Background: an optimization exercise with open tools, aiming at small area. Do not read the settings as production practice. Function was checked by simulation only, so behaviour that the tests miss may differ from the original.

== build 84 ==
// ambient_light_brightness_tracker
module ambient_light_brightness_tracker (
    input  logic                  aclk,
    input  logic                  aresetn,
    input  logic                  cfg_wr_en,
    input  logic [alb_pkg::CFG_IDX_W-1:0]  cfg_index,
    input  logic [alb_pkg::CFG_W-1:0]      cfg_wdata,
    input  logic                  s_valid,
    output logic                  s_ready,
    input  logic [alb_pkg::SAMPLE_W-1:0]   s_light_sample,
    output logic                  m_valid,
    input  logic                  m_ready,
    output logic signed [alb_pkg::LEVEL_W-1:0] m_level,
    output logic                  m_level_written,
    output logic signed [alb_pkg::LEVEL_W-1:0] m_target_level
);
==> flow/config.mk <==
export PLATFORM = sky130hd
export DESIGN_NAME = ambient_light_brightness_tracker
export DESIGN_NICKNAME = ambient_light_brightness_tracker
export VERILOG_FILES = /design/flow/design.v
export SDC_FILE = /design/flow/constraint.sdc
export NUM_CORES = 4
export LEC_CHECK = 0
export ABC_AREA = 1
export CAP_MARGIN = 20
export CORE_MARGIN = 2
export CORE_UTILIZATION = 40
export CTS_BUF_LIST = sky130_fd_sc_hd__clkbuf_8
export CTS_CLUSTER_DIAMETER = 100
export CTS_CLUSTER_SIZE = 40
export PLACE_DENSITY = 0.6
export SLEW_MARGIN = 20
==> flow/constraint.sdc <==
create_clock -name core_clock -period 7.0 [get_ports {aclk}]
set_input_delay 1.4000 -clock core_clock [delete_from_list [all_inputs] [get_ports {aclk}]]
set_output_delay 1.4000 -clock core_clock [all_outputs]
set_load 0.01 [all_outputs]
run.sh (not shown) runs the stock make flow with config.mk's settings and CLKGATE_MAP_FILE= SYNTH_SCRIPT=/design/flow/synth_recipe.tcl, a recipe that flattens the netlist after the stock synthesis.
Relative to build 84, the following input files were edited for build 30:
# build 84
export LEC_CHECK = 0
export ABC_AREA = 1
export CAP_MARGIN = 20
export CORE_MARGIN = 2
export CORE_UTILIZATION = 40
export CTS_BUF_LIST = sky130_fd_sc_hd__clkbuf_8
export CTS_CLUSTER_DIAMETER = 100
export CTS_CLUSTER_SIZE = 40
export PLACE_DENSITY = 0.6
export SLEW_MARGIN = 20
create_clock -name core_clock -period 7.0 [get_ports {aclk}]
# build 30
export LEC_CHECK = 0
export ABC_AREA = 1
export CAP_MARGIN = 20
export CORE_MARGIN = 2
export CORE_UTILIZATION = 65
export CTS_BUF_LIST = sky130_fd_sc_hd__clkbuf_8
export PLACE_DENSITY = 0.8
export SLEW_MARGIN = 20
create_clock -name core_clock -period 7.0 [get_ports {aclk}]
--- outcome ---
Post-CTS resize count: build 30 vs build 84 up 3
Via count (build 30 vs. build 84) increases by a few percent
Of build 30 and build 84, it is build 30 that has the higher core utilization.
Relative to build 84, the design area measured on build 30 has decreased slightly.
The inputs of build 63 differ from those of build 30 as listed below.
# build 30
export LEC_CHECK = 0
export ABC_AREA = 1
export CAP_MARGIN = 20
export CORE_MARGIN = 2
export CORE_UTILIZATION = 65
export CTS_BUF_LIST = sky130_fd_sc_hd__clkbuf_8
export PLACE_DENSITY = 0.8
export SLEW_MARGIN = 20
create_clock -name core_clock -period 7.0 [get_ports {aclk}]
# build 63
export LEC_CHECK = 0
export ABC_AREA = 1
export CAP_MARGIN = 20
export CORE_MARGIN = 2
export CORE_UTILIZATION = 40
export CTS_BUF_LIST = sky130_fd_sc_hd__clkbuf_16
export CTS_CLUSTER_DIAMETER = 150
export CTS_CLUSTER_SIZE = 60
export PLACE_DENSITY = 0.6
export SLEW_MARGIN = 20
create_clock -name core_clock -period 7.0 [get_ports {aclk}]
### Flow results
Both conditions hold for build 63: the flow ran to the end and the final layout passed the timing, design-rule and antenna checks. Build 30 | status: complete | timing, DRC, antenna: pass. Build 63 against build 30: met2 capacity usage during global routing lost 18 points, final cell count went up by 102, multi-input combinational cell area was more or less identical, starting utilization of the core area dropped 25 points, fraction of layout instances using a drive strength above 1 now larger. Across both runs, met3 routed wirelength was lower for build 63 than for build 30. Of build 63 and build 30, the run reporting the lower sequential share of layout area was build 63.
> inputs changed (build 63 -> build 95)
# build 63
export LEC_CHECK = 0
export ABC_AREA = 1
export CAP_MARGIN = 20
export CORE_MARGIN = 2
export CORE_UTILIZATION = 40
export CTS_BUF_LIST = sky130_fd_sc_hd__clkbuf_16
export CTS_CLUSTER_DIAMETER = 150
export CTS_CLUSTER_SIZE = 60
export PLACE_DENSITY = 0.6
export SLEW_MARGIN = 20
create_clock -name core_clock -period 7.0 [get_ports {aclk}]
# build 95
export LEC_CHECK = 0
export ABC_AREA = 1
export CAP_MARGIN = 0
export CORE_MARGIN = 2
export CORE_UTILIZATION = 40
export CTS_BUF_LIST = sky130_fd_sc_hd__clkbuf_8
export PLACE_DENSITY = 0.6
export SLEW_MARGIN = 0
create_clock -name core_clock -period 7.0 [get_ports {aclk}]
### Flow results
Cmp build 95 and build 63 / clock transition at the registers of the reported paths / lower: build 63. Diff build 63 -> build 95: hold buffer count at cts stayed essentially flat; global-route wire length before repair fell by 83 microns. Post-route met1 wirelength for build 95 is lower than for build 63.


The RTL this note starts from:
==> flow/design.v <==
package alb_pkg;
    localparam int SAMPLE_W   = 10;     
    localparam int LEVEL_W    = 5;      
    localparam int CFG_W      = 4;      
    localparam int CFG_IDX_W  = 2;
    localparam int WINDOW_LEN = 10;
    localparam int SUM_W      = 14;     
endpackage
module alb_window (
    input  logic                          aclk,
    input  logic                          aresetn,
    input  logic                          upd,       
    input  logic [alb_pkg::SAMPLE_W-1:0]  in_sample,
    output logic [alb_pkg::SUM_W-1:0]     sum_m10
);
    localparam int N = alb_pkg::WINDOW_LEN;
    localparam int W = alb_pkg::SUM_W;
    logic [alb_pkg::SAMPLE_W-1:0] ent [N];    
    logic [3:0]                   cnt;        
    logic                         first;
    logic [W-1:0]                 op_b, op_c, csa_s, csa_c, sum_next;
    assign first = (cnt == 4'd0);
    assign op_b = first ? {3'b000, in_sample, 1'b0} : {4'b0000, in_sample};
    assign op_c = first ? {1'b0, in_sample, 3'b000} : ~{4'b0000, ent[N-1]};
    always_comb begin
        logic c;
        csa_s    = sum_m10 ^ op_b ^ op_c;
        csa_c    = {(sum_m10[W-2:0] & op_b[W-2:0]) | (sum_m10[W-2:0] & op_c[W-2:0]) | (op_b[W-2:0] & op_c[W-2:0]), !first};
        c        = 1'b0;
        for (int i = 0; i < W; i++) begin
            sum_next[i] = csa_s[i] ^ csa_c[i] ^ c;
            c           = (csa_s[i] & csa_c[i]) | (csa_s[i] & c) | (csa_c[i] & c);
        end
    end
    always_ff @(posedge aclk) begin
        if (upd) begin
            ent[0] <= in_sample;
            for (int i = 1; i < N - 1; i++) begin
                ent[i] <= ent[i-1];
            end
        end
        if (upd && (first || cnt == 4'(N))) begin
            ent[N-1] <= first ? in_sample : ent[N-2];
        end
    end
    always_ff @(posedge aclk) begin
        if (!aresetn) begin
            cnt     <= '0;
            sum_m10 <= 14'h3ff6;    
        end else if (upd) begin
            if (cnt != 4'(N)) begin
                cnt <= cnt + 4'd1;
            end
            sum_m10 <= sum_next;
        end
    end
endmodule
module alb_scale (
    input  logic                       aclk,
    input  logic                       aresetn,
    input  logic                       in_valid,
    output logic                       in_ready,
    input  logic [alb_pkg::SUM_W-1:0]  sum_m10,
    output logic                       out_valid,
    input  logic                       out_ready,
    input  logic [alb_pkg::CFG_W-1:0]  min_level,
    input  logic [alb_pkg::CFG_W-1:0]  max_level,
    output logic [alb_pkg::CFG_W-1:0]  target
);
    function automatic [4:0] div10_step(input [4:0] v);
        case (v)
            5'd10:   div10_step = {1'b1, 4'd0};
            5'd11:   div10_step = {1'b1, 4'd1};
            5'd12:   div10_step = {1'b1, 4'd2};
            5'd13:   div10_step = {1'b1, 4'd3};
            5'd14:   div10_step = {1'b1, 4'd4};
            5'd15:   div10_step = {1'b1, 4'd5};
            5'd16:   div10_step = {1'b1, 4'd6};
            5'd17:   div10_step = {1'b1, 4'd7};
            5'd18:   div10_step = {1'b1, 4'd8};
            5'd19:   div10_step = {1'b1, 4'd9};
            default: div10_step = {1'b0, v[3:0]};
        endcase
    endfunction
    function automatic [13:0] add14(input [13:0] a, input [13:0] b, input cin);
        logic c;
        c = cin;
        for (int i = 0; i < 14; i++) begin
            add14[i] = a[i] ^ b[i] ^ c;
            c        = (a[i] & b[i]) | (a[i] & c) | (b[i] & c);
        end
    endfunction
    logic        va_reg, vp_reg, ra, rp;
    logic [9:0]  a, a_reg;
    logic        zero_reg;
    logic [3:0]  d;
    logic        crossed;
    logic [13:0] p;
    logic [3:0]  p_hi_reg, p_lo_reg;
    logic        p_ones_reg;
    logic [3:0]  quot;
    assign rp       = !vp_reg || out_ready;
    assign ra       = !va_reg || rp;
    assign in_ready = ra;
    always_comb begin
        logic [3:0] r;
        logic [4:0] o;
        r = sum_m10[13:10];
        for (int i = 9; i >= 0; i--) begin
            o    = div10_step({r, sum_m10[i]});
            a[i] = o[4];
            r    = o[3:0];
        end
    end
    always_comb begin
        logic b;
        b = 1'b0;
        for (int i = 0; i < 4; i++) begin
            d[i] = max_level[i] ^ min_level[i] ^ b;
            b    = (!max_level[i] & min_level[i]) | (!(max_level[i] ^ min_level[i]) & b);
        end
        crossed = b;
    end
    always_comb begin
        logic [13:0] acc;
        acc = d[0] ? 14'(a_reg) << 1 : 14'(a_reg);
        acc = add14(acc, d[1] ? 14'(a_reg) << 1 : 14'd0, 1'b0);
        acc = add14(acc, d[2] ? 14'(a_reg) << 2 : 14'd0, 1'b0);
        acc = add14(acc, d[3] ? 14'(a_reg) << 3 : 14'd0, 1'b0);
        p   = acc;
    end
    always_comb begin
        logic cc;
        cc = 1'b1;
        for (int i = 0; i < 4; i++) begin
            cc = (p_lo_reg[i] & p_hi_reg[i]) | (p_lo_reg[i] & cc) | (p_hi_reg[i] & cc);
        end
        cc = cc & p_ones_reg;
        for (int i = 0; i < 4; i++) begin
            quot[i] = p_hi_reg[i] ^ cc;
            cc      = cc & p_hi_reg[i];
        end
    end
    always_comb begin
        logic b;
        b = 1'b0;
        for (int i = 0; i < 4; i++) begin
            target[i] = max_level[i] ^ quot[i] ^ b;
            b         = (!max_level[i] & quot[i]) | (!(max_level[i] ^ quot[i]) & b);
        end
    end
    always_ff @(posedge aclk) begin
        if (!aresetn) begin
            va_reg <= 1'b0;
            vp_reg <= 1'b0;
        end else begin
            if (ra) begin
                va_reg <= in_valid;
            end
            if (rp) begin
                vp_reg <= va_reg;
            end
        end
    end
    always_ff @(posedge aclk) begin
        if (in_valid && ra) begin
            a_reg    <= a;
            zero_reg <= sum_m10[13] & sum_m10[12];
        end
        if (va_reg && rp) begin
            p_hi_reg   <= crossed ? d : (zero_reg ? 4'd0 : p[13:10]);
            p_lo_reg   <= crossed ? 4'hf : p[3:0];
            p_ones_reg <= crossed || (!zero_reg && (&p[9:4]));
        end
    end
    assign out_valid = vp_reg;
endmodule
module alb_level (
    input  logic [alb_pkg::CFG_W-1:0]  target,
    input  logic [alb_pkg::CFG_W-1:0]  level,
    output logic [alb_pkg::CFG_W-1:0]  level_next,
    output logic                       moved
);
    logic below;    
    always_comb begin
        logic b;
        b = 1'b0;
        for (int i = 0; i < 4; i++) begin
            b = (!target[i] & level[i]) | (!(target[i] ^ level[i]) & b);
        end
        below = b;
        moved = (target != level);
    end
    always_comb begin
        logic c;
        c = 1'b0;
        for (int i = 0; i < 4; i++) begin
            level_next[i] = level[i] ^ (i == 0 ? moved : below) ^ c;
            c             = (level[i] & (i == 0 ? moved : below)) | (level[i] & c) | ((i == 0 ? moved : below) & c);
        end
    end
endmodule
module ambient_light_brightness_tracker (
    input  logic                  aclk,
    input  logic                  aresetn,
    input  logic                  cfg_wr_en,
    input  logic [alb_pkg::CFG_IDX_W-1:0]  cfg_index,
    input  logic [alb_pkg::CFG_W-1:0]      cfg_wdata,
    input  logic                  s_valid,
    output logic                  s_ready,
    input  logic [alb_pkg::SAMPLE_W-1:0]   s_light_sample,
    output logic                  m_valid,
    input  logic                  m_ready,
    output logic signed [alb_pkg::LEVEL_W-1:0] m_level,
    output logic                  m_level_written,
    output logic signed [alb_pkg::LEVEL_W-1:0] m_target_level
);
    logic                        auto_enable;
    logic [alb_pkg::CFG_W-1:0]   manual_level, min_level, max_level;
    logic                        v1, r1, r2, upd;
    logic [alb_pkg::SUM_W-1:0]   sum_m10;
    logic [alb_pkg::CFG_W-1:0]   target, level_reg, level_next;
    logic                        moved;
    always_ff @(posedge aclk) begin
        if (!aresetn) begin
            auto_enable  <= 1'b1;
            manual_level <= 4'd8;
            min_level    <= 4'd0;
            max_level    <= 4'd15;
        end else if (cfg_wr_en) begin
            case (cfg_index)
                2'd0: auto_enable  <= cfg_wdata[0];
                2'd1: manual_level <= cfg_wdata;
                2'd2: min_level    <= cfg_wdata;
                2'd3: max_level    <= cfg_wdata;
                default: ;
            endcase
        end
    end
    assign r1      = !v1 || r2;
    assign s_ready = r1;
    assign upd     = s_valid && r1 && auto_enable;
    alb_window u_window (
        .aclk      (aclk),
        .aresetn   (aresetn),
        .upd       (upd),
        .in_sample (s_light_sample),
        .sum_m10   (sum_m10)
    );
    alb_scale u_scale (
        .aclk      (aclk),
        .aresetn   (aresetn),
        .in_valid  (v1),
        .in_ready  (r2),
        .sum_m10   (sum_m10),
        .out_valid (m_valid),
        .out_ready (m_ready),
        .min_level (min_level),
        .max_level (max_level),
        .target    (target)
    );
    alb_level u_level (
        .target     (target),
        .level      (level_reg),
        .level_next (level_next),
        .moved      (moved)
    );
    always_ff @(posedge aclk) begin
        if (!aresetn) begin
            v1        <= 1'b0;
            level_reg <= '0;
        end else begin
            if (r1) begin
                v1 <= s_valid;
            end
            if (m_valid && m_ready && auto_enable) begin
                level_reg <= level_next;
            end
        end
    end
    assign m_level         = auto_enable ? {1'b0, level_next} : {1'b0, manual_level};
    assign m_level_written = auto_enable ? moved : 1'b1;
    assign m_target_level  = auto_enable ? {1'b0, target} : 5'd0;
endmodule
Settings: LEC_CHECK=0, ABC_AREA=1, CAP_MARGIN=20, CORE_MARGIN=2, CORE_UTILIZATION=60, CTS_BUF_LIST=sky130_fd_sc_hd__clkbuf_8, PLACE_DENSITY=0.75, SLEW_MARGIN=20; clock period 7.0 ns.
standard.sh (not shown) runs the stock make flow with config.mk's settings and CLKGATE_MAP_FILE= SYNTH_SCRIPT=/design/flow/synth_recipe.tcl, a recipe that flattens the netlist after the stock synthesis.
==> flow/flow/run.sh <==
#!/bin/bash
# Standard layout, with three changes: ABC maps for area only (flow/abc_area.script
# replaces ORFS's abc_area.script in a copy of the ORFS scripts), the port
# buffers are the smallest buffer, and clock tree synthesis adds no dummy loads.
# Every tool's output goes to a log here.
set -euo pipefail
rm -rf scr
cp -r "$FLOW_HOME/scripts" scr
cp flow/abc_area.script scr/abc_area.script
bash standard.sh SCRIPTS_DIR="$PWD/scr" BUFFER_PORTS_ARGS="-buffer_cell sky130_fd_sc_hd__buf_1" \
    CTS_ARGS="-sink_clustering_enable -repair_clock_nets -buf_list sky130_fd_sc_hd__clkbuf_8 -dont_use_dummy_load" \
    > make_finish.log 2>&1
==> flow/flow/abc_area.script <==
strash
dch
map -a -B 0.9
strash
dch
map -a -B 0.9
topo
The first run finished clean.
Then changed:
==> flow/flow/abc_area.script (replaced) <==
strash
dch
amap
topo
CORE_UTILIZATION = 40   (was 60)
PLACE_DENSITY = 0.6   (was 0.75)
Result: Final area is higher by a few percent. Synthesized cell count is lower by a little under a tenth. Area after synthesis barely changes. Die area is higher by well over a third. Non-clock buffer count is higher by 4. Worst hold slack improves by 0.010 ns. First-iteration DRC count is higher by a quarter to a third.
Then changed:
==> flow/flow/abc_area.script (replaced) <==
strash
dch
map -a -B 0.9
strash
dch
map -a -B 0.9
topo
GPL_ROUTABILITY_DRIVEN = 0   (was not set)
GPL_TIMING_DRIVEN = 0   (was not set)
After rerunning: The new run completed without violations. Setup slack gets better by 0.070 ns. Maximum frequency goes up by 1.0%. Die area is about the same. Worst hold slack gets worse by 0.0053 ns. Routed wire length drops by 3.6%. Global-route usage fell by 0.44 points. Count of clock-buffer cells in the layout stays the same.

==> what the ideal ports hide <==
The results above use ideal ports. As a check the final layouts listed here were re-extracted and re-timed, cells and wires unchanged. Step 1, drivers: a clkbuf_16 drives aclk and a buf_2 each remaining input, both assumed. Step 2 also shifts input and output timing later by t, the mid clock arrival at the registers, as if the neighbouring blocks saw the same clock. Slacks: ideal ports / drivers / drivers and shift; pairs: ideal ports / drivers.
run | t, ns | setup WS [ns] | hold slack, ns | worst setup path at the end | worst register clock-pin slew, ns
build 84 | 0.492 | 0.250 / 0.250 / -0.222 | 0.420 / 0.420 / 0.420 | input to register | 0.10 / 0.10
build 30 | 0.476 | 0.224 / 0.224 / -0.221 | 0.422 / 0.422 / 0.422 | input to register | 0.09 / 0.09
build 63 | 0.462 | 0.252 / 0.252 / -0.164 | 0.418 / 0.418 / 0.418 | input to register | 0.07 / 0.07
build 95 | 0.494 | 0.250 / 0.250 / -0.220 | 0.421 / 0.421 / 0.421 | input to register | 0.10 / 0.10
the first run of note 2 | 0.461 | 0.192 / 0.192 / -0.234 | 0.410 / 0.410 / 0.410 | input to register | 0.09 / 0.09
the second run of note 2 | 0.475 | 0.167 / 0.167 / -0.227 | 0.420 / 0.420 / 0.420 | input to register | 0.09 / 0.09
the third run of note 2 | 0.471 | 0.237 / 0.237 / -0.119 | 0.415 / 0.415 / 0.415 | input to register | 0.09 / 0.09
With both steps, setup timing fails in every run listed, where it was met with ideal ports. The setup slack of build 84, which loses most, moves by 0.000 ns with the drivers and by -0.472 ns with both steps.
